This is an optimization exercise on Yosys and OpenROAD, whose aim is small area, a short achievable clock period and few clock cycles, not a production implementation. At most, simulation tests tie the RTL to the original design; equivalence was not proved. For runs 2 to 4, only the layout was checked, not whether the RTL still works.

==> flow/design.v, too long to show whole: its modules and the start of the top module <==
// module muldiv_unit_p: 1374 lines
// module muldiv_bk_add: 31 lines
module muldiv_unit_p #(
    parameter int WIDTH = 32,
    parameter int K     = 2,
    parameter int R4    = 0
) (
    input  logic             clk,
    input  logic             reset,
    input  logic             start,
    input  logic [2:0]       op,
    input  logic [WIDTH-1:0] src_a,
    input  logic [WIDTH-1:0] src_b,
    input  logic             cancel,
    input  logic             wr_en,
    input  logic             wr_hi,
    input  logic [WIDTH-1:0] wr_data,
    output logic             busy,
    output logic             done,
    output logic [WIDTH-1:0] hi,
    output logic [WIDTH-1:0] lo
);
  // ...
==> flow/run.sh <==
#!/bin/bash
# synth_recipe.tcl (not shown) runs the flow's synth.tcl, then flattens the netlist and writes it again
# the make line also repeats each setting of config.mk as NAME=value (left out here)
make -C /OpenROAD-flow-scripts/flow DESIGN_CONFIG=/design/flow/config.mk WORK_HOME=/design/flow/orfs CLKGATE_MAP_FILE= SYNTH_SCRIPT=/design/flow/synth_recipe.tcl finish
==> flow/config.mk <==
export PLATFORM = sky130hd
export DESIGN_NAME = muldiv_unit_p
export DESIGN_NICKNAME = muldiv_unit_p
export VERILOG_FILES = /design/flow/design.v
export SDC_FILE = /design/flow/constraint.sdc
export NUM_CORES = 4
export LEC_CHECK = 0
export ABC_AREA = 1
export CAP_MARGIN = 30
export CORE_MARGIN = 2
export CORE_UTILIZATION = 40
export SETUP_SLACK_MARGIN = 5
export SLEW_MARGIN = 30
==> flow/constraint.sdc <==
create_clock -name core_clock -period 13.0 [get_ports {clk}]
set_input_delay 2.6000 -clock core_clock [delete_from_list [all_inputs] [get_ports {clk}]]
set_output_delay 2.6000 -clock core_clock [all_outputs]
set_load 0.01 [all_outputs]
==> results.txt, run 1 <==
Seq cells=218; first-pass GRT wire length=239000 um; HP Class=reg -> reg; Worst slew margin=24.6%; Max-cap violations=0; outcome=timing/DRC/antenna clean; synthesized area=37300 um^2; GR peak layer=met2; ratio of cells with drive above 1 in the final layout=7.63%; average instance area after synthesis=7.64 um^2; CP bufs+invs=6; Worst-Margin Slew=1120 ps; WP data required=13520 ps; multiplexer share of the synthesized area=0.0537%; Die W=309 um; EDFF count, synth=113; max FFs per register=35; DRT antenna net count=0; Synthesized Nets=5571; crit path capture=hi[29]; R2R Path Start=ye_q[1]; Layout clock buffers=36; Slew Viols, Final=0; Port Buf Inserts=170; tap cells=1254
Testbench counts, summed over its fixed seeds: cycles 15,716.
==> run 2, diff against run 1 <==
--- a/flow/design.v
+++ b/flow/design.v
@@ -21,27 +21,39 @@
     localparam int DW = 33 + K;                
     localparam int YW = (DW > 33) ? DW : 33;
     typedef enum logic [1:0] {M0, M1, DSTEP, DFIX} mode_t;
     mode_t         mode;
     logic          short_q;              
     logic [2:0]    op_q;
     logic [32:0]   xe_q;                 
     logic [YW-1:0] ye_q;                 
-    logic          ym1_q;                
+    logic [8:0]    bone_q, btwo_q, bneg_q;    
     logic [31:0]   r_q, q_q;             
     logic [5:0]    cnt_q;                
     logic          first_q;              
     logic          triv_q, bzero_q;      
-    logic          qneg_q, rneg_q;
+    logic          qneg_q, rneg_q, fixq_q, fixr_q;
     logic          selacc_q, selt_q, selfix_q;    
     function automatic logic [5:0] lzc32(input logic [31:0] v);
         lzc32 = 6'd32;
         for (int i = 0; i < 32; i++) if (v[i]) lzc32 = 6'(31 - i);
     endfunction
+    function automatic logic [26:0] booth9(input logic [18:0] w, input logic s);
+        logic h, m, l;
+        booth9 = '0;
+        for (int j = 0; j < 9; j++) begin
+            h = w[2*j+2];
+            m = w[2*j+1];
+            l = w[2*j];
+            booth9[j]      = m ^ l;
+            booth9[9 + j]  = (h & !m & !l) | (!h & m & l);
+            booth9[18 + j] = h ^ s;
+        end
+    endfunction
     logic        in_sgn, in_div, fit_a, fit_b, swap, in_sa, in_sb, am_co, bm_co;
     logic [31:0] in_am, in_bm;
     logic [5:0]  in_za, in_zb;
     logic [5:0]  in_shp, in_ncyc;
     logic [DW-1:0] in_dal;
     always_comb begin
         in_sgn = !op[0];
         in_div = (op[2:1] == 2'b01);
@@ -68,36 +80,29 @@
                 in_ncyc = 6'(i / K + 1);
                 in_shp  = 6'((i / K + 1) * K - 1);
             end
         end
         in_dal = DW'(in_bm) << in_shp;
     end
     logic accept;
     assign accept = !busy && start && !cancel;
-    logic        sub;
     logic [33:0] xs;
-    logic [18:0] yb;
     logic [63:0] addend, tree_a, tree_b, tsum;
     logic        fixq, fixr, tsum_co;
-    assign sub  = op_q[2] & op_q[1];
     assign xs   = {xe_q[32], xe_q};
-    assign yb   = {ye_q[17:0], ym1_q};
-    assign fixq = selfix_q && qneg_q;    
-    assign fixr = selfix_q && rneg_q;
+    assign fixq = selfix_q && fixq_q;
+    assign fixr = selfix_q && fixr_q;
     always_comb begin
         addend = 64'h0;
         if (selacc_q) addend = {hi, lo};
         if (selt_q)   addend = {18'h0, r_q, q_q[31:18]};
         if (selfix_q) addend = {(fixr ? ~r_q : r_q), (fixq ? ~q_q : q_q)};
     end
-    wire bh0 = yb[2], bm0 = yb[1], bl0 = yb[0];
-    wire one0 = bm0 ^ bl0;
-    wire two0 = (bh0 & ~bm0 & ~bl0) | (~bh0 & bm0 & bl0);
-    wire neg0 = bh0 ^ sub;
+    wire one0 = bone_q[0], two0 = btwo_q[0], neg0 = bneg_q[0];
     wire pp0_0 = (one0 & xs[0]) ^ neg0;
     wire pp0_1 = ((one0 & xs[1]) | (two0 & xs[0])) ^ neg0;
     wire pp0_2 = ((one0 & xs[2]) | (two0 & xs[1])) ^ neg0;
     wire pp0_3 = ((one0 & xs[3]) | (two0 & xs[2])) ^ neg0;
     wire pp0_4 = ((one0 & xs[4]) | (two0 & xs[3])) ^ neg0;
     wire pp0_5 = ((one0 & xs[5]) | (two0 & xs[4])) ^ neg0;
     wire pp0_6 = ((one0 & xs[6]) | (two0 & xs[5])) ^ neg0;
     wire pp0_7 = ((one0 & xs[7]) | (two0 & xs[6])) ^ neg0;
@@ -122,20 +127,17 @@
     wire pp0_26 = ((one0 & xs[26]) | (two0 & xs[25])) ^ neg0;
     wire pp0_27 = ((one0 & xs[27]) | (two0 & xs[26])) ^ neg0;
     wire pp0_28 = ((one0 & xs[28]) | (two0 & xs[27])) ^ neg0;
     wire pp0_29 = ((one0 & xs[29]) | (two0 & xs[28])) ^ neg0;
     wire pp0_30 = ((one0 & xs[30]) | (two0 & xs[29])) ^ neg0;
     wire pp0_31 = ((one0 & xs[31]) | (two0 & xs[30])) ^ neg0;
     wire pp0_32 = ((one0 & xs[32]) | (two0 & xs[31])) ^ neg0;
     wire pp0_33 = ~(((one0 & xs[33]) | (two0 & xs[32])) ^ neg0);
-    wire bh1 = yb[4], bm1 = yb[3], bl1 = yb[2];
-    wire one1 = bm1 ^ bl1;
-    wire two1 = (bh1 & ~bm1 & ~bl1) | (~bh1 & bm1 & bl1);
-    wire neg1 = bh1 ^ sub;
+    wire one1 = bone_q[1], two1 = btwo_q[1], neg1 = bneg_q[1];
     wire pp1_0 = (one1 & xs[0]) ^ neg1;
     wire pp1_1 = ((one1 & xs[1]) | (two1 & xs[0])) ^ neg1;
     wire pp1_2 = ((one1 & xs[2]) | (two1 & xs[1])) ^ neg1;
     wire pp1_3 = ((one1 & xs[3]) | (two1 & xs[2])) ^ neg1;
     wire pp1_4 = ((one1 & xs[4]) | (two1 & xs[3])) ^ neg1;
     wire pp1_5 = ((one1 & xs[5]) | (two1 & xs[4])) ^ neg1;
     wire pp1_6 = ((one1 & xs[6]) | (two1 & xs[5])) ^ neg1;
     wire pp1_7 = ((one1 & xs[7]) | (two1 & xs[6])) ^ neg1;
@@ -160,20 +162,17 @@
     wire pp1_26 = ((one1 & xs[26]) | (two1 & xs[25])) ^ neg1;
     wire pp1_27 = ((one1 & xs[27]) | (two1 & xs[26])) ^ neg1;
     wire pp1_28 = ((one1 & xs[28]) | (two1 & xs[27])) ^ neg1;
     wire pp1_29 = ((one1 & xs[29]) | (two1 & xs[28])) ^ neg1;
     wire pp1_30 = ((one1 & xs[30]) | (two1 & xs[29])) ^ neg1;
     wire pp1_31 = ((one1 & xs[31]) | (two1 & xs[30])) ^ neg1;
     wire pp1_32 = ((one1 & xs[32]) | (two1 & xs[31])) ^ neg1;
     wire pp1_33 = ~(((one1 & xs[33]) | (two1 & xs[32])) ^ neg1);
-    wire bh2 = yb[6], bm2 = yb[5], bl2 = yb[4];
-    wire one2 = bm2 ^ bl2;
-    wire two2 = (bh2 & ~bm2 & ~bl2) | (~bh2 & bm2 & bl2);
-    wire neg2 = bh2 ^ sub;
+    wire one2 = bone_q[2], two2 = btwo_q[2], neg2 = bneg_q[2];
     wire pp2_0 = (one2 & xs[0]) ^ neg2;
     wire pp2_1 = ((one2 & xs[1]) | (two2 & xs[0])) ^ neg2;
     wire pp2_2 = ((one2 & xs[2]) | (two2 & xs[1])) ^ neg2;
     wire pp2_3 = ((one2 & xs[3]) | (two2 & xs[2])) ^ neg2;
     wire pp2_4 = ((one2 & xs[4]) | (two2 & xs[3])) ^ neg2;
     wire pp2_5 = ((one2 & xs[5]) | (two2 & xs[4])) ^ neg2;
     wire pp2_6 = ((one2 & xs[6]) | (two2 & xs[5])) ^ neg2;
     wire pp2_7 = ((one2 & xs[7]) | (two2 & xs[6])) ^ neg2;
@@ -198,20 +197,17 @@
     wire pp2_26 = ((one2 & xs[26]) | (two2 & xs[25])) ^ neg2;
     wire pp2_27 = ((one2 & xs[27]) | (two2 & xs[26])) ^ neg2;
     wire pp2_28 = ((one2 & xs[28]) | (two2 & xs[27])) ^ neg2;
     wire pp2_29 = ((one2 & xs[29]) | (two2 & xs[28])) ^ neg2;
     wire pp2_30 = ((one2 & xs[30]) | (two2 & xs[29])) ^ neg2;
     wire pp2_31 = ((one2 & xs[31]) | (two2 & xs[30])) ^ neg2;
     wire pp2_32 = ((one2 & xs[32]) | (two2 & xs[31])) ^ neg2;
     wire pp2_33 = ~(((one2 & xs[33]) | (two2 & xs[32])) ^ neg2);
-    wire bh3 = yb[8], bm3 = yb[7], bl3 = yb[6];
-    wire one3 = bm3 ^ bl3;
-    wire two3 = (bh3 & ~bm3 & ~bl3) | (~bh3 & bm3 & bl3);
-    wire neg3 = bh3 ^ sub;
+    wire one3 = bone_q[3], two3 = btwo_q[3], neg3 = bneg_q[3];
     wire pp3_0 = (one3 & xs[0]) ^ neg3;
     wire pp3_1 = ((one3 & xs[1]) | (two3 & xs[0])) ^ neg3;
     wire pp3_2 = ((one3 & xs[2]) | (two3 & xs[1])) ^ neg3;
     wire pp3_3 = ((one3 & xs[3]) | (two3 & xs[2])) ^ neg3;
     wire pp3_4 = ((one3 & xs[4]) | (two3 & xs[3])) ^ neg3;
     wire pp3_5 = ((one3 & xs[5]) | (two3 & xs[4])) ^ neg3;
     wire pp3_6 = ((one3 & xs[6]) | (two3 & xs[5])) ^ neg3;
     wire pp3_7 = ((one3 & xs[7]) | (two3 & xs[6])) ^ neg3;
@@ -236,20 +232,17 @@
     wire pp3_26 = ((one3 & xs[26]) | (two3 & xs[25])) ^ neg3;
     wire pp3_27 = ((one3 & xs[27]) | (two3 & xs[26])) ^ neg3;
     wire pp3_28 = ((one3 & xs[28]) | (two3 & xs[27])) ^ neg3;
     wire pp3_29 = ((one3 & xs[29]) | (two3 & xs[28])) ^ neg3;
     wire pp3_30 = ((one3 & xs[30]) | (two3 & xs[29])) ^ neg3;
     wire pp3_31 = ((one3 & xs[31]) | (two3 & xs[30])) ^ neg3;
     wire pp3_32 = ((one3 & xs[32]) | (two3 & xs[31])) ^ neg3;
     wire pp3_33 = ~(((one3 & xs[33]) | (two3 & xs[32])) ^ neg3);
-    wire bh4 = yb[10], bm4 = yb[9], bl4 = yb[8];
-    wire one4 = bm4 ^ bl4;
-    wire two4 = (bh4 & ~bm4 & ~bl4) | (~bh4 & bm4 & bl4);
-    wire neg4 = bh4 ^ sub;
+    wire one4 = bone_q[4], two4 = btwo_q[4], neg4 = bneg_q[4];
     wire pp4_0 = (one4 & xs[0]) ^ neg4;
     wire pp4_1 = ((one4 & xs[1]) | (two4 & xs[0])) ^ neg4;
     wire pp4_2 = ((one4 & xs[2]) | (two4 & xs[1])) ^ neg4;
     wire pp4_3 = ((one4 & xs[3]) | (two4 & xs[2])) ^ neg4;
     wire pp4_4 = ((one4 & xs[4]) | (two4 & xs[3])) ^ neg4;
     wire pp4_5 = ((one4 & xs[5]) | (two4 & xs[4])) ^ neg4;
     wire pp4_6 = ((one4 & xs[6]) | (two4 & xs[5])) ^ neg4;
     wire pp4_7 = ((one4 & xs[7]) | (two4 & xs[6])) ^ neg4;
@@ -274,20 +267,17 @@
     wire pp4_26 = ((one4 & xs[26]) | (two4 & xs[25])) ^ neg4;
     wire pp4_27 = ((one4 & xs[27]) | (two4 & xs[26])) ^ neg4;
     wire pp4_28 = ((one4 & xs[28]) | (two4 & xs[27])) ^ neg4;
     wire pp4_29 = ((one4 & xs[29]) | (two4 & xs[28])) ^ neg4;
     wire pp4_30 = ((one4 & xs[30]) | (two4 & xs[29])) ^ neg4;
     wire pp4_31 = ((one4 & xs[31]) | (two4 & xs[30])) ^ neg4;
     wire pp4_32 = ((one4 & xs[32]) | (two4 & xs[31])) ^ neg4;
     wire pp4_33 = ~(((one4 & xs[33]) | (two4 & xs[32])) ^ neg4);
-    wire bh5 = yb[12], bm5 = yb[11], bl5 = yb[10];
-    wire one5 = bm5 ^ bl5;
-    wire two5 = (bh5 & ~bm5 & ~bl5) | (~bh5 & bm5 & bl5);
-    wire neg5 = bh5 ^ sub;
+    wire one5 = bone_q[5], two5 = btwo_q[5], neg5 = bneg_q[5];
     wire pp5_0 = (one5 & xs[0]) ^ neg5;
     wire pp5_1 = ((one5 & xs[1]) | (two5 & xs[0])) ^ neg5;
     wire pp5_2 = ((one5 & xs[2]) | (two5 & xs[1])) ^ neg5;
     wire pp5_3 = ((one5 & xs[3]) | (two5 & xs[2])) ^ neg5;
     wire pp5_4 = ((one5 & xs[4]) | (two5 & xs[3])) ^ neg5;
     wire pp5_5 = ((one5 & xs[5]) | (two5 & xs[4])) ^ neg5;
     wire pp5_6 = ((one5 & xs[6]) | (two5 & xs[5])) ^ neg5;
     wire pp5_7 = ((one5 & xs[7]) | (two5 & xs[6])) ^ neg5;
@@ -312,20 +302,17 @@
     wire pp5_26 = ((one5 & xs[26]) | (two5 & xs[25])) ^ neg5;
     wire pp5_27 = ((one5 & xs[27]) | (two5 & xs[26])) ^ neg5;
     wire pp5_28 = ((one5 & xs[28]) | (two5 & xs[27])) ^ neg5;
     wire pp5_29 = ((one5 & xs[29]) | (two5 & xs[28])) ^ neg5;
     wire pp5_30 = ((one5 & xs[30]) | (two5 & xs[29])) ^ neg5;
     wire pp5_31 = ((one5 & xs[31]) | (two5 & xs[30])) ^ neg5;
     wire pp5_32 = ((one5 & xs[32]) | (two5 & xs[31])) ^ neg5;
     wire pp5_33 = ~(((one5 & xs[33]) | (two5 & xs[32])) ^ neg5);
-    wire bh6 = yb[14], bm6 = yb[13], bl6 = yb[12];
-    wire one6 = bm6 ^ bl6;
-    wire two6 = (bh6 & ~bm6 & ~bl6) | (~bh6 & bm6 & bl6);
-    wire neg6 = bh6 ^ sub;
+    wire one6 = bone_q[6], two6 = btwo_q[6], neg6 = bneg_q[6];
     wire pp6_0 = (one6 & xs[0]) ^ neg6;
     wire pp6_1 = ((one6 & xs[1]) | (two6 & xs[0])) ^ neg6;
     wire pp6_2 = ((one6 & xs[2]) | (two6 & xs[1])) ^ neg6;
     wire pp6_3 = ((one6 & xs[3]) | (two6 & xs[2])) ^ neg6;
     wire pp6_4 = ((one6 & xs[4]) | (two6 & xs[3])) ^ neg6;
     wire pp6_5 = ((one6 & xs[5]) | (two6 & xs[4])) ^ neg6;
     wire pp6_6 = ((one6 & xs[6]) | (two6 & xs[5])) ^ neg6;
     wire pp6_7 = ((one6 & xs[7]) | (two6 & xs[6])) ^ neg6;
@@ -350,20 +337,17 @@
     wire pp6_26 = ((one6 & xs[26]) | (two6 & xs[25])) ^ neg6;
     wire pp6_27 = ((one6 & xs[27]) | (two6 & xs[26])) ^ neg6;
     wire pp6_28 = ((one6 & xs[28]) | (two6 & xs[27])) ^ neg6;
     wire pp6_29 = ((one6 & xs[29]) | (two6 & xs[28])) ^ neg6;
     wire pp6_30 = ((one6 & xs[30]) | (two6 & xs[29])) ^ neg6;
     wire pp6_31 = ((one6 & xs[31]) | (two6 & xs[30])) ^ neg6;
     wire pp6_32 = ((one6 & xs[32]) | (two6 & xs[31])) ^ neg6;
     wire pp6_33 = ~(((one6 & xs[33]) | (two6 & xs[32])) ^ neg6);
-    wire bh7 = yb[16], bm7 = yb[15], bl7 = yb[14];
-    wire one7 = bm7 ^ bl7;
-    wire two7 = (bh7 & ~bm7 & ~bl7) | (~bh7 & bm7 & bl7);
-    wire neg7 = bh7 ^ sub;
+    wire one7 = bone_q[7], two7 = btwo_q[7], neg7 = bneg_q[7];
     wire pp7_0 = (one7 & xs[0]) ^ neg7;
     wire pp7_1 = ((one7 & xs[1]) | (two7 & xs[0])) ^ neg7;
     wire pp7_2 = ((one7 & xs[2]) | (two7 & xs[1])) ^ neg7;
     wire pp7_3 = ((one7 & xs[3]) | (two7 & xs[2])) ^ neg7;
     wire pp7_4 = ((one7 & xs[4]) | (two7 & xs[3])) ^ neg7;
     wire pp7_5 = ((one7 & xs[5]) | (two7 & xs[4])) ^ neg7;
     wire pp7_6 = ((one7 & xs[6]) | (two7 & xs[5])) ^ neg7;
     wire pp7_7 = ((one7 & xs[7]) | (two7 & xs[6])) ^ neg7;
@@ -388,20 +372,17 @@
     wire pp7_26 = ((one7 & xs[26]) | (two7 & xs[25])) ^ neg7;
     wire pp7_27 = ((one7 & xs[27]) | (two7 & xs[26])) ^ neg7;
     wire pp7_28 = ((one7 & xs[28]) | (two7 & xs[27])) ^ neg7;
     wire pp7_29 = ((one7 & xs[29]) | (two7 & xs[28])) ^ neg7;
     wire pp7_30 = ((one7 & xs[30]) | (two7 & xs[29])) ^ neg7;
     wire pp7_31 = ((one7 & xs[31]) | (two7 & xs[30])) ^ neg7;
     wire pp7_32 = ((one7 & xs[32]) | (two7 & xs[31])) ^ neg7;
     wire pp7_33 = ~(((one7 & xs[33]) | (two7 & xs[32])) ^ neg7);
-    wire bh8 = yb[18], bm8 = yb[17], bl8 = yb[16];
-    wire one8 = bm8 ^ bl8;
-    wire two8 = (bh8 & ~bm8 & ~bl8) | (~bh8 & bm8 & bl8);
-    wire neg8 = bh8 ^ sub;
+    wire one8 = bone_q[8], two8 = btwo_q[8], neg8 = bneg_q[8];
     wire pp8_0 = (one8 & xs[0]) ^ neg8;
     wire pp8_1 = ((one8 & xs[1]) | (two8 & xs[0])) ^ neg8;
     wire pp8_2 = ((one8 & xs[2]) | (two8 & xs[1])) ^ neg8;
     wire pp8_3 = ((one8 & xs[3]) | (two8 & xs[2])) ^ neg8;
     wire pp8_4 = ((one8 & xs[4]) | (two8 & xs[3])) ^ neg8;
     wire pp8_5 = ((one8 & xs[5]) | (two8 & xs[4])) ^ neg8;
     wire pp8_6 = ((one8 & xs[6]) | (two8 & xs[5])) ^ neg8;
     wire pp8_7 = ((one8 & xs[7]) | (two8 & xs[6])) ^ neg8;
@@ -1212,17 +1193,17 @@
     assign tree_a[60] = hc325;
     assign tree_b[60] = hs326;
     assign tree_a[61] = hc326;
     assign tree_b[61] = hs327;
     assign tree_a[62] = hc327;
     assign tree_b[62] = hs328;
     assign tree_a[63] = hc328;
     assign tree_b[63] = hs329;
-    muldiv_bk_add #(.W(64)) u_cpa (.a(tree_a), .b(tree_b), .cin(1'b0), .s(tsum), .cout(tsum_co));
+    assign tsum = tree_a + tree_b;    
     localparam int NU = R4 + (K - 2 * R4);
     logic [31:0]   rs [0:NU];
     logic [K-1:0]  qbits;
     assign rs[0] = r_q;
     for (genvar u = 0; u < NU; u++) begin : g_unit
         if (u < R4) begin : g_r4
             localparam int J = 2 * u;
             logic [DW-1:0] d1, d2;
@@ -1335,17 +1316,17 @@
     always_ff @(posedge clk) begin
         selacc_q <= !busy && op[2];
         selt_q   <= busy && (mode == M0);
         selfix_q <= busy && (mode == DSTEP) && (cnt_q == 6'd1);
     end
     always_ff @(posedge clk) begin
         if (!busy) begin
             op_q    <= op;
-            ym1_q   <= 1'b0;
+            {bneg_q, btwo_q, bone_q} <= booth9({swap ? src_a[17:0] : src_b[17:0], 1'b0}, op[2] & op[1]);
             short_q <= fit_a || fit_b;
             first_q <= 1'b1;
             bzero_q <= (src_b == 32'h0);
             triv_q  <= (src_b == 32'h0) || !in_a_ge_b;
             qneg_q  <= in_sa ^ in_sb;
             rneg_q  <= in_sa;
             r_q     <= in_am;
             q_q     <= 32'h0;
@@ -1353,24 +1334,26 @@
             xe_q    <= swap ? {in_sgn & src_b[31], src_b} : {in_sgn & src_a[31], src_a};
             if (in_div) ye_q <= YW'(in_dal);
             else        ye_q <= YW'(swap ? {in_sgn & src_a[31], src_a} : {in_sgn & src_b[31], src_b});
         end else begin
             first_q <= 1'b0;
             case (mode)
                 M0: begin
                     {r_q, q_q} <= tsum;
-                    ye_q  <= YW'({{18{ye_q[32]}}, ye_q[32:18]});
-                    ym1_q <= ye_q[17];
+                    {bneg_q, btwo_q, bone_q} <= booth9({{3{ye_q[32]}}, ye_q[32:18], ye_q[17]}, op_q[2] & op_q[1]);
                 end
                 DSTEP: begin
                     r_q    <= r_n;
                     q_q    <= q_n;
                     cnt_q  <= cnt_q - 6'd1;
-                    ye_q   <= (cnt_q == 6'd1) ? '0 : YW'(ye_q >> K);
+                    ye_q   <= YW'(ye_q >> K);
+                    {bneg_q, btwo_q, bone_q} <= '0;
+                    fixq_q <= qneg_q;    
+                    fixr_q <= rneg_q;
                 end
                 default: ;
             endcase
         end
     end
 endmodule
 module muldiv_bk_add #(
     parameter int W = 32
==> flow/config.mk (replaced) <==
export PLATFORM = sky130hd
export DESIGN_NAME = muldiv_unit_p
export DESIGN_NICKNAME = muldiv_unit_p
export VERILOG_FILES = /design/flow/design.v
export SDC_FILE = /design/flow/constraint.sdc
export NUM_CORES = 4
export LEC_CHECK = 0
export CAP_MARGIN = 30
export CORE_MARGIN = 2
export CORE_UTILIZATION = 40
export SETUP_SLACK_MARGIN = 5
export SLEW_MARGIN = 30
==> run 2 against run 1 <==
Design area increased by 8.6%. Routed wire length increased by 8.6%. Setup slack got worse by 220 ps. Cell count increased by 1.0%. Clock-buffer cell count increased by 3. Core utilization decreased by 0.30 points. Die area increased by 9.6%. Non-clock buffer count increased by 20. Sequential share of layout area increased by 0.77 points. Critical path depth decreased by 5. Critical endpoint is now hi[24].
==> results.txt, run 2 <==
outcome=timing/DRC/antenna clean; commonest non-fill, non-tap cells in the layout=xnor2_1 (438), inv_1 (430), nand2_1 (387); Initial Utilization=40.3%; synthesized area=40900 um^2 (+9.7%); Top reg by flops=ye_q; fin crit period=7910 ps; Slew Viols, Final=0 (unchanged); final std cells w/o fill=6272; Root Buffer=clkbuf_16; initial DRC count=5298; Setup Skew=31.4 ps; CP Capture Type=flip-flop; Hold Vio Cnt, Final=0; Worst EP arrival=8360 ps; Max Fclk=126 MHz; Die Area=105000 um^2; most used cell, CP=fa_1; area occupied by registers=6700 um^2; Port Buf Inserts=170 (unchanged); I/O pin count=171; Period Utilization, post-route=60.8%; WP data required=13450 ps (-70 ps); Clk Latency, worst-skew pair=580 ps; most common cell in the netlist=xnor2_1; Final Core Density=45.0%; global route total overflow=0; DRT antenna net count=0 (unchanged); Die W=324 um (+4.7%); area delta synth->final=11.6%; chip height=324 um; Regs by FF count=ye_q: 35 flops, xe_q: 33 flops; ratio of cells with drive above 1 in the final layout=7.59% (-0.040 points); Post-Syn Instances=4963; RSZ-0062 raised after global routing=false; DRC Markers=0; H-tree Lvls=2; average instance area after synthesis=8.25 um^2 (+8.0%); first-pass GRT wire length=261000 um (+9.3%); Worst path max stage delay=550 ps; First-pass DRT Iterations=8; EDFF count, synth=142 (+26%); Seq cells post-synth=246; vias in the first global route=37800; Detailed Route WL=181000 um; Main synth FF type=edfxtp_1; Tot GR Track Use=33.8%; clock buffer depth=3; WL/cell=28.8 um; Synth Warn #=4; top post-synthesis cells by area=fa_1 (15%), edfxtp_1 (10%), xnor2_1 (9.5%); share of the synthesized area in the top cell type=14.9%; CORE AREA=102000 um^2; Synthesized Nets=5620 (+0.88%); Setup WS pre-CTS=2570 ps; Yosys top cell by area=fa_1; placed cells=6167; Final nets=5533; TritonCTS clock tree=yes; post-DP HPWL=137000 um; Synth top cells by count=xnor2_1 (443), inv_1 (436), nand2_1 (390), clkbuf_1 (352), a21oi_1 (320); Final GP Congestion=1.04; Sink Count=246; # rows=117; slowest cell on the critical path=fa_1; antenna violations before repair=7; Worst-Margin Slew=1150 ps (+26.2 ps); Post-synth ARST share=27.6%; HP Class=reg -> reg; Clock Pin Slew Worst Setup and Hold Paths=80 ps; commonest non-fill, non-tap cell in the layout=xnor2_1; Vias/cell=6.36; post-synthesis cell type count=90; max FFs per register=35 (unchanged); largest net degree at the start of global routing=80; WS Path Type=reg -> reg; area of the multi-input gates=31400 um^2; Max Fanout on Critical Path=43; Worst slew margin=21.2% (-3.4 points); filler cell count=10200; Max-cap violations=0 (unchanged); CP Launch Type=flip-flop; total CTS buffers=34; final setup TNS=0 ps; final worst slack=5090 ps; via count=39900; share of the yosys chip area belonging to registers=16.3%; Final setup viols=0
==> run 2: cell families (layout without fill, tap and decap cells) <==
family	count (synthesis)	count (layout)	synth area share (%)
compound gates	1503	1503	24.3
buf+inv	873	807	8.15
other cells	0	3	0
simple gates	1026	1029	11.7
mux	171	171	4.40
xor+xnor	592	593	12.7
flops	246	246	16.3
fa+ha+maj	552	552	22.4
==> run 2: final cells by class <==
class	count	share of cell area [%]
tap	1368	3.75
clock buffer	39	2.02
clock inverter	22	0.638
sequential	246	14.7
inverter	437	3.63
multi-input combinational	3848	68.7
antenna	3	0.0164
timing repair buffer	309	6.56
==> run 2: per-layer routing <==
metal	part of all wire, %	GRT usage, %	vias to the layer above
li1	-	-	17300
met1	39	44.0	19700
met2	45	52.7	2412
met3	9.9	6.07	477
met4	6.6	19.3	8
met5	0.034	0	-
==> run 2: stage by stage <==
stage / hold slack [ps] / cell area [um^2]
floorplan: 477 / 41100
global placement: 492 / 43500
detailed placement: 498 / 43600
CTS: 491 / 45300
global route: 537 / 45700
finish: 492 / 45700
==> run 2: worst paths after layout <==
check	from	endpoint	slack (ps)	cells after the start
setup / recovery	selacc_q	hi[24]	5090	27
setup reg to reg	selacc_q	hi[24]	5090	27
hold reg to reg	qneg_q	fixq_q	490	0
min in group asynchronous	reset	lo[12]	2430	2
hold / removal	qneg_q	fixq_q	490	0
max in group asynchronous	reset	busy	9520	3
==> run 2: worst max-delay path: cells and delay by family, from the launching register on <==
kind            cells  cell delay [ps]
compound gates     12             2890
xor+xnor            1              430
fa+ha+maj           6             2970
buf+inv             7              920
flops               1              300
simple gates        1              200
==> run 2: repair_timing <==
item | 4_1_cts | 5_1_grt
hold buffers | 0 | 0
setup buffers | 21 | 12
hold endpoints to repair | 0 | 0
pin swaps | 9 | 21
gates cloned | 4 | 4
resized for setup | 63 | 74
setup endpoints to repair | 50 | 98
==> run 3, diff against run 2 <==
==> flow/flow/run.sh (new file) <==
#!/bin/bash
# The standard layout, with timing repair aiming for more setup slack
# than the design's clock period needs.
set -euo pipefail
MARGIN=${MARGIN:-6.5}
bash standard.sh SETUP_SLACK_MARGIN=$MARGIN finish > orfs_make.log 2>&1
==> flow/standard.sh (new file) <==
#!/bin/bash
# synth_recipe.tcl (not shown) runs the flow's synth.tcl, then flattens the netlist and writes it again
# the make line also repeats each setting of config.mk as NAME=value (left out here)
make -C /OpenROAD-flow-scripts/flow DESIGN_CONFIG=/design/flow/config.mk WORK_HOME=/design/flow/orfs CLKGATE_MAP_FILE= SYNTH_SCRIPT=/design/flow/synth_recipe.tcl "${@:-finish}"
--- a/flow/config.mk
+++ b/flow/config.mk
@@ -9,4 +9,3 @@
 export CORE_MARGIN = 2
 export CORE_UTILIZATION = 40
-export SETUP_SLACK_MARGIN = 5
 export SLEW_MARGIN = 30
removed: flow/run.sh
==> run 3 against run 2 <==
Cell count up 3.9%. Non-clock buffer count up 232. Routed wire length is 8.4% higher. Die area is the same. Synthesized cell count unchanged. Critical path type is now in -> reg. Critical endpoint is now ye_q[26].
==> results.txt, run 3 <==
largest net degree at the start of global routing=72 (-10%); commonest non-fill, non-tap cells in the layout=inv_1 (418), xnor2_1 (411), nand2_1 (374); Final setup viols=0 (unchanged); Yosys top cell by area=fa_1; Worst EP arrival=7730 ps (-630 ps); Seq cells post-synth=246 (unchanged); Top reg by flops=ye_q; area delta synth->final=25.1%; share of the yosys chip area belonging to registers=16.3% (unchanged); I/O pin count=171 (unchanged); Setup Skew=37.1 ps (+5.75 ps); Slew Viols, Final=0 (unchanged); most common cell in the netlist=xnor2_1; Root Buffer=clkbuf_16; filler cell count=9643 (-5.6%); commonest non-fill, non-tap cell in the layout=inv_1; Synthesized Nets=5620 (unchanged); vias in the first global route=39400 (+4.3%); Vias/cell=6.37 (+0.19%); WP data required=13270 ps (-180 ps); H-tree Lvls=2 (unchanged); first-pass GRT wire length=279000 um (+6.8%); global route total overflow=0 (unchanged); Port Buf Inserts=170 (unchanged); routing usage on met1=47.2% (+3.2 points); Hold Vio Cnt, Final=0 (unchanged); clock buffer depth=3 (unchanged); # rows=117 (unchanged); Regs by FF count=ye_q: 35 flops, xe_q: 33 flops; CORE AREA=102000 um^2 (unchanged); First-pass DRT Iterations=8 (unchanged); delay-heaviest family, CP=compound AO/OA/AOI/OAI gates; synthesized area=40900 um^2 (unchanged); fin crit period=7460 ps (-448 ps); via count=41500 (+4.1%); area occupied by registers=6700 um^2 (about the same); slowest cell on the critical path=a2111oi_4; Clk Latency, worst-skew pair=590 ps (about the same); Max Fanout on Critical Path=6 (-86%); total CTS buffers=35 (+2.9%); met2 Use GR=55.5% (+2.8 points); top post-synthesis cells by area=fa_1 (15%), edfxtp_1 (10%), xnor2_1 (9.5%); Final nets=5775 (+4.4%); post-DP HPWL=140000 um (+2.4%); max FFs per register=35 (unchanged); DRT antenna net count=0 (unchanged); Worst-Margin Slew=1140 ps (-5.39 ps); GR peak layer=met2; most used cell, CP=buf_12; CP Capture Type=flip-flop; Detailed Route WL=196000 um (+8.4%); final setup TNS=0 ps (unchanged); area of the multi-input gates=34500 um^2 (+9.9%); share of the synthesized area in the top cell type=14.9% (unchanged); Max Fclk=134 MHz (+6.0%); Worst slew margin=23.2% (+2.0 points); CP bufs+invs=7 (unchanged); chip height=324 um (unchanged); Die W=324 um (unchanged); Period Utilization, post-route=57.4% (-3.4 points); DRC Markers=0 (unchanged); HP Class=reg -> reg; initial DRC count=5562 (+5.0%); Synth top cells by count=xnor2_1 (443), inv_1 (436), nand2_1 (390), clkbuf_1 (352), a21oi_1 (320); EDFF count, synth=142 (unchanged); Worst path max stage delay=400 ps (-150 ps); Post-Syn Instances=4963 (unchanged); CP Launch Type=input pin; ratio of cells with drive above 1 in the final layout=19.8% (+12 points); Initial Utilization=40.3% (unchanged); post-synthesis cell type count=90 (unchanged); Main synth FF type=edfxtp_1; Max-cap violations=0 (unchanged); Sink Count=246 (unchanged); Post-synth ARST share=27.6% (unchanged); Tot GR Track Use=36.2% (+2.4 points); Synth Warn #=4 (unchanged); Clock Pin Slew Worst Setup and Hold Paths=60 ps (-20 ps); TritonCTS clock tree=yes; WL/cell=30.1 um (+4.3%); Die Area=105000 um^2 (unchanged); RSZ-0062 raised after global routing=true; outcome=timing/DRC/antenna clean; WS Path Type=in -> reg; Final GP Congestion=1.02 (-1.7%); average instance area after synthesis=8.25 um^2 (unchanged); met3 Usage GRT=6.79% (+0.72 points); antenna violations before repair=3 (-4)
==> run 3: per-layer routing <==
layer  up-vias  part of all wire, %
met4         4                  7.5
met5         -                0.020
met2      2592                   44
met3       572                   10
met1     20500                   38
li1      17800                    -
==> run 3: kinds of logic after synthesis <==
group	synth area share, %
compound gates	24.3
xor+xnor	12.7
fa+ha+maj	22.4
buf+inv	8.15
flops	16.3
mux	4.40
simple gates	11.7
==> run 3: area by class of cell <==
cell class                      count  area share, %
Timing Repair inverter              3         0.0513
Multi-Input combinational cell   3854           67.4
Clock inverter                     16          0.374
Antenna cell                        5         0.0244
Tap cell                         1368           3.34
Inverter                          437           3.30
Clock buffer                       48           1.93
Timing Repair Buffer              541           10.5
Sequential cell                   246           13.1
==> run 3: path summary, 6_finish.rpt <==
path | start | to | slack, ps | depth (start not counted)
max in group asynchronous | reset | busy | 9430 | 3
setup reg to reg | selacc_q | r_q[29] | 6200 | 24
setup / recovery | op[0] | ye_q[26] | 5540 | 31
min in group asynchronous | reset | lo[17] | 2290 | 2
hold reg to reg | hi[24] | hi[24] | 510 | 1
hold / removal | hi[24] | hi[24] | 510 | 1
==> run 3: timing repair <==
action / CTS / global route
setup endpoints to repair: 154 / 134
pin swaps: 185 / 201
resized for setup: 528 / 330
cloned: 22 / 4
hold buffers: 0 / 0
buffers inserted: 172 / 81
==> run 3: stage by stage <==
stage | setup slack, ps | utilization, % | area [um^2] | hold slack [ps] | std cells
after floorplan | 5150 | - | 41500 | 477 | 4963
after global placement | 2480 | 43.1 | 43800 | 501 | 6170
after detailed placement | 2300 | 43.1 | 43800 | 496 | 6170
after CTS | 5710 | 48.2 | 48900 | 509 | 6428
after global routing | 5280 | 50.4 | 51200 | 537 | 6513
final | 5540 | 50.4 | 51200 | 510 | 6518
==> run 4, diff against run 3 <==
==> flow/flow/run.sh (replaced) <==
#!/bin/bash
# The standard layout (standard.sh), with ORFS make settings from
# flow/make_args.txt: a larger timing-repair target than the clock period
# needs, and area recovery on paths with slack to spare.
set -euo pipefail
ARGS=$(cat flow/make_args.txt)
bash standard.sh $ARGS finish > orfs_make.log 2>&1
==> flow/flow/make_args.txt (new file) <==
SETUP_SLACK_MARGIN=5 RECOVER_POWER=100
==> run 4 against run 3 <==
Now fails the layout checks on max-capacitance violations, max-slew violations. Critical endpoint is now hi[22]. Highest routed layer unchanged. Die area did not move. Global-route usage fell by 2.4 points. Sequential share of layout area up 1.7 points. Non-clock buffer count decreased by 232. Synthesized area stayed put. Design area decreased by 11%. Cell count down 3.8%.
==> results.txt, run 4 <==
outcome=failed layout checks; violated checks=max-capacitance violations, max-slew violations; Final setup viols=0 (unchanged); Root Buffer=clkbuf_16; Max-cap violations=13 (+13); R2R depth=23 (-4.2%); Sink Count=246 (unchanged); Post-Syn Instances=4963 (unchanged); DRT antenna net count=0 (unchanged); First-pass DRT Iterations=6 (-2); Regs by FF count=ye_q: 35 flops, xe_q: 33 flops; RSZ-0062 raised after global routing=false; Yosys top cell by area=fa_1; largest net degree at the start of global routing=80 (+11%); Tot GR Track Use=33.8% (-2.4 points); final std cells w/o fill=6271 (-3.8%); HP Class=reg -> reg; Detailed Route WL=181000 um (-7.8%); Synthesized Nets=5620 (unchanged); Max Fclk=95.6 MHz (-29%); Worst-Margin Slew=3800 ps (+2660 ps); Post-synth ARST share=27.6% (unchanged); # rows=117 (unchanged); metal2 WL=80600 um (-6.3%); initial DRC count=5035 (-9.5%); placed cells=6167 (-0.049%); H-tree Lvls=2 (unchanged); Worst path max stage delay=1760 ps (+1360 ps); CORE AREA=102000 um^2 (unchanged); Clk Latency, worst-skew pair=570 ps (-20 ps); Worst EP arrival=10970 ps (+3240 ps); CP Launch Type=flip-flop; share of the synthesized area in the top cell type=14.9% (unchanged); Setup Skew=33.5 ps (-3.65 ps); synthesized area=40900 um^2 (unchanged); Hold Path End=fixq_q; global route total overflow=0 (unchanged); EDFF count, synth=142 (unchanged); share of the yosys chip area belonging to registers=16.3% (unchanged); top post-synthesis cells by area=fa_1 (15%), edfxtp_1 (10%), xnor2_1 (9.5%); post-DP HPWL=137000 um (-2.3%); Max Fanout on Critical Path=43 (+37); commonest non-fill, non-tap cell in the layout=xnor2_1; Seq cells post-synth=246 (unchanged); Top reg by flops=ye_q; average instance area after synthesis=8.25 um^2 (unchanged); slowest cell on the critical path=clkbuf_1; via count=39900 (-3.9%); vias in the first global route=37800 (-4.1%); Final GP Congestion=1.04 (+1.7%); Hold Vio Cnt, Final=0 (unchanged); R2R Path Start=selacc_q; Worst slew margin=-154% (-180 points); Metal-1 WL=69400 um (-7.6%); top routing layer in use=met5; Worst R2R End=hi[22]; Port Buf Inserts=170 (unchanged); Vias/cell=6.36 (-0.14%); final setup TNS=0 ps (unchanged); reg-to-reg slack, setup=2540 ps (-3660 ps); filler cell count=10300 (+6.5%); worst hold stages=0 (-1); post-synthesis cell type count=90 (unchanged); commonest non-fill, non-tap cells in the layout=xnor2_1 (443), inv_1 (431), nand2_1 (388); Slew Viols, Final=655 (+655); chip height=324 um (unchanged); area delta synth->final=10.9%; Die Area=105000 um^2 (unchanged); fin crit period=10460 ps (+3000 ps); metal3 WL=18400 um (-9.2%); Clock Pin Slew Worst Setup and Hold Paths=80 ps (+20 ps); I/O pin count=171 (unchanged); Main synth FF type=edfxtp_1; DRC Markers=0 (unchanged); total CTS buffers=34 (-2.9%); most common cell in the netlist=xnor2_1; Hold Startpoint=qneg_q; most used cell, CP=fa_1; Cell Chain, Critical Path=clkbuf_1 > nor2b_4 > clkbuf_1 > a221oi_1 > a21oi_1 > ha_1 > inv_1 > fa_1 > fa_1 > inv_1 > fa_1 > ha_1 > a211oi_1 > nor2_1 > a221o_1 > a221oi_1 > o21ai_0 > a21oi_1 > o21ai_0 > xor2_1 > a221o_1 > o221ai_1 > nand2_1; Initial Utilization=40.3% (unchanged); antenna violations before repair=8 (+5); Final nets=5533 (-4.2%); Period Utilization, post-route=80.5% (+23 points); CP Capture Type=flip-flop; clock buffer depth=3 (unchanged); Synth Warn #=4 (unchanged); max FFs per register=35 (unchanged); WL/cell=28.8 um (-4.1%); TritonCTS clock tree=yes; ratio of cells with drive above 1 in the final layout=6.12% (-14 points); placed inst area=43600 um^2 (-0.50%); cell area after layout=45400 um^2 (-11%); WS Path Type=reg -> reg; WP data required=13510 ps (+240 ps); Die W=324 um (unchanged); first-pass GRT wire length=261000 um (-6.4%); Hold Buf Count CTS=0 (unchanged); Synth top cells by count=xnor2_1 (443), inv_1 (436), nand2_1 (390), clkbuf_1 (352), a21oi_1 (320)
==> run 4: critical path: cells and delay by family (launching register included) <==
kind,cells,cell delay (ps)
AO/OA/AOI/OAI,10,3700
adder cells (fa/ha/maj),5,2050
flip-flops,1,310
AND/OR/NAND/NOR,3,660
XOR/XNOR,1,710
buffers and inverters,4,2870
==> run 4: worst max-delay path by stage <==
| stage | startpoint | endpoint | slack (ps) |
|---|---|---|---|
| after global routing | selacc_q | hi[27] | 2510 |
| after global placement | op[0] | ye_q[11] | 2660 |
| final | selacc_q | hi[22] | 2540 |
| after CTS | src_a[0] | ye_q[27] | 5000 |
| after detailed placement | op[0] | ye_q[11] | 2570 |
| after floorplan | op[0] | ye_q[31] | 5020 |
==> run 4: cells by family after synthesis <==
logic type                 synth area share [%]
AOI/OAI and AO/OA                          24.3
and+or+nand+nor                            11.7
buffers and inverters                      8.15
xor gates and xnor gates                   12.7
adders and majority gates                  22.4
DFF                                        16.3
muxes                                      4.40
==> run 4: stage by stage <==
step           setup slack (ps)  hold slack (ps)  utilization (%)
2_1_floorplan              5020              477                -
3_3_place_gp               2660              492             42.9
3_5_place_dp               2570              498             42.9
4_1_cts                    5000              491             44.5
5_1_grt                    2510              537             44.7
6_report                   2540              496             44.7
==> run 4: area by class of cell <==
| cell class | count | area (um^2) | share of cell area, % |
|---|---|---|---|
| sequential | 246 | 6690 | 14.7 |
| antenna | 2 | 5.00 | 0.0110 |
| clock buffer | 39 | 921 | 2.03 |
| tap | 1368 | 1710 | 3.77 |
| multi-input combinational | 3848 | 31300 | 68.8 |
| timing repair buffer | 309 | 2880 | 6.33 |
| clock inverter | 22 | 292 | 0.642 |
| inverter | 437 | 1650 | 3.64 |
==> run 4: layer usage <==
layer / GRT usage [%] / vias up
li1: - / 17300
met1: 44.0 / 19600
met4: 19.3 / 6
met3: 6.07 / 488
met2: 52.7 / 2445
met5: 0 / -
==> run 4: what timing repair did <==
| action | in CTS | in global routing |
|---|---|---|
| pin swaps | 9 | 21 |
| gates resized for setup | 63 | 74 |
| endpoints found under the setup margin | 50 | 98 |
| gates cloned | 4 | 4 |
| setup buffers | 21 | 12 |

[separate check: timing with driven ports]
The results above use ideal ports. As a check the final layouts listed here were re-extracted and re-timed, cells and wires unchanged. Step 1, drivers: a clkbuf_16 drives clk and a buf_2 each remaining input, both assumed. Step 2 times the ports against the registers' clock, not the clock port: input delays grow and output delays shrink by t, the midpoint of the rising clock arrivals with the driver on. Slacks: ideal / step 1 / step 2; pairs: ideal / step 1.
run | t (ns) | setup slack, ns | hold slack, ns
run 1 | 0.673 | 5.311 / 5.311 / 4.817 | 0.537 / 0.537 / 0.537
run 2 | 0.625 | 5.093 / 5.093 / 4.678 | 0.492 / 0.492 / 0.492
run 3 | 0.633 | 5.541 / 5.544 / 4.911 | 0.510 / 0.510 / 0.510
run 4 | 0.620 | 2.541 / 2.541 / 2.409 | 0.496 / 0.496 / 0.496
For run 3, which loses most, drivers alone change the setup slack by +0.003 ns; drivers and shift together by -0.630 ns.
